From an optimization exercise on the open Yosys and OpenROAD flow, aimed at small area, a short achievable clock period and few clock cycles per item; shortcuts taken in it are not production practice.
Only simulation tests tie the RTL to the original design; equivalence was not proved.
Power and IR drop assume default switching activity.

== zinc ==
## fm_frontend_top
module fm_frontend_top (
    input  logic                 clock,
    input  logic                 i_rst_n,
    input  logic                 i_in_wr_en,
    input  fm_sample_pkg::byte_t i_in_din,
    output logic                 o_in_full,
    input  logic                 i_out_rd_en,
    output fm_sample_pkg::iq_t   o_out_iq,
    output logic                 o_out_empty
);
    localparam int TAPS = 20;
    localparam int RING = 4 * (TAPS - 1);
    logic       full_q;          
    logic       fresh_q;         
    logic       sv_q;            
    logic [7:0] s_q;
    logic [1:0] nl_q;            
    logic [1:0] ln_q;            
    logic [6:0] p_q;             
    logic       u_q;             
    logic       lr_q;            
    logic [19:0] sum;
    logic [19:0] lo_q;           
    logic [27:0] pi_q;           
    logic [27:0] ori_q, orq_q;
    logic        ov_q;
    logic        accept, pop;
    logic [27:0] y;
    logic        land;
    logic        f00, f01, f10, f11, ring_ok;
    assign accept = i_in_wr_en && !full_q;
    assign pop    = i_out_rd_en && ov_q;
    channel_fir fir_inst (
        .clock  (clock),
        .i_rst_n(i_rst_n),
        .i_sv   (sv_q),
        .i_s    (s_q),
        .i_hi0  (!lr_q),
        .i_hi   (ln_q[0]),
        .i_lo_hi(lo_q[19:8]),
        .o_sum  (sum)
    );
    assign y    = {sum, lo_q[7:0]};
    assign land = sv_q && (ln_q == 2'd3);
    assign ring_ok = fresh_q || (!sv_q && p_q == 7'(RING - 2));
    assign f00 = !ring_ok || (nl_q == 2'd3 && u_q);
    assign f01 = !ring_ok;
    assign f10 = (nl_q == 2'd2) && u_q;
    assign f11 = 1'b0;
    always_ff @(posedge clock) begin
        s_q  <= i_in_din;
        ln_q <= nl_q;
        if (sv_q && !ln_q[0]) lo_q <= sum;
        if (sv_q && ln_q == 2'd1) pi_q <= y;
        if (land) begin
  ...
For scale: about 2,200 cells after synthesis, roughly 870 flip-flops, ~78 I/O pins.
Settings: LEC_CHECK=0, CAP_MARGIN=20, CORE_MARGIN=2, CORE_UTILIZATION=40, CTS_BUF_LIST=sky130_fd_sc_hd__clkbuf_16, CTS_CLUSTER_DIAMETER=100, CTS_CLUSTER_SIZE=30, SLEW_MARGIN=20, SYNTH_HIERARCHICAL=1, SYNTH_MINIMUM_KEEP_SIZE=0; clock period 12.0 ns.
run.sh (not shown) runs the stock make flow with config.mk's settings and CLKGATE_MAP_FILE= SYNTH_SCRIPT=/design/flow/synth_recipe.tcl, a recipe that flattens the netlist after the stock synthesis.
zinc has completed all stages; timing, DRC and antenna checks passed.
Testbench counts of zinc, summed over its fixed seeds: cycles 8,216, items 2,048.
The following lists how juniper was set up differently from zinc:
- removing CTS_CLUSTER_DIAMETER (formerly 100)
- removing CTS_BUF_LIST (formerly sky130_fd_sc_hd__clkbuf_16)
- removing CTS_CLUSTER_SIZE (formerly 30)
## What came out
- Required time at the endpoint of the critical path: juniper vs zinc down 2.86 ns
- Relative to zinc, final net count has increased by 1.7% in juniper.
- Number of cells on the critical path down 6 in juniper wrt zinc
- Taking zinc as the reference point, the area growth from synthesis to final layout of juniper rises by 5.7 points.
Inputs modified between juniper and xenon:
- an added CTS_CLUSTER_DIAMETER of 100
- an added CTS_BUF_LIST of sky130_fd_sc_hd__clkbuf_16
- an added CTS_CLUSTER_SIZE of 30
==> flow/flow/run.sh (new file) <==
#!/bin/bash
# The standard layout, with the port buffers the standard flow's flow inserts made
# from a plain buffer cell instead of the default pick (a delay buffer).
set -euo pipefail
bash standard.sh BUFFER_PORTS_ARGS="-buffer_cell sky130_fd_sc_hd__buf_2" finish > standard.log 2>&1
==> flow/standard.sh (new file) <==
#!/bin/bash
# synth_recipe.tcl (not shown) runs the flow's synth.tcl, then flattens the netlist and writes it again
# the make line also repeats each setting of config.mk as NAME=value (left out here)
make -C /OpenROAD-flow-scripts/flow DESIGN_CONFIG=/design/flow/config.mk WORK_HOME=/design/flow/orfs CLKGATE_MAP_FILE= SYNTH_SCRIPT=/design/flow/synth_recipe.tcl "${@:-finish}"
removed: flow/run.sh
==> comparison <==
Switching component of the power: juniper and xenon compared, lower one is xenon
Diff juniper..xenon | combined area of the multi-input logic cells | unchanged
xenon — initial antenna violation count 1 higher, juniper as reference
On number of fillers in the final layout: xenon sits above juniper.
xenon leaves less setup margin than juniper.
xenon ended up with fir_inst.pa_q[33] as its first element of the critical path; juniper ended up with orq_q[27].
Design area in xenon is 0.0022 mm² lower than in juniper
Reported for juniper and xenon, share of synthesized area spent on multiplexers turned out identical to the last digit.
Comparing non-clock buffer count for juniper and xenon, the smaller number came from juniper.
Clock network power share: xenon vs juniper down 12 points

==> re-timing with driven ports <==
How much do the figures lean on ideal ports? The routed layouts below were timed once more, with nothing changed but the port constraints. Step 1, drivers: a clkbuf_16 drives clock and a buf_2 each remaining input, both assumed. Step 2 moves the port delays by t, midway between the first and last clock arrival at a register: inputs arrive t later, outputs are due t later. That takes back most of the time a late clock gives input paths. Three values: no drivers, after step 1, after step 2; two values: the first two.
run	t (ns)	slack for setup (ns)	worst setup path at the end	slew at the worst register clock pin (ns)	worst slew at a driven data input, ns
zinc	0.649	7.947 / 7.918 / 7.947	register to register	0.12 / 0.12	0.10
juniper	0.686	7.960 / 7.895 / 7.961	register to register	0.07 / 0.07	0.10
xenon	0.646	7.935 / 7.935 / 7.935	register to register	0.11 / 0.11	0.12
After both steps every run listed still meets setup and hold.
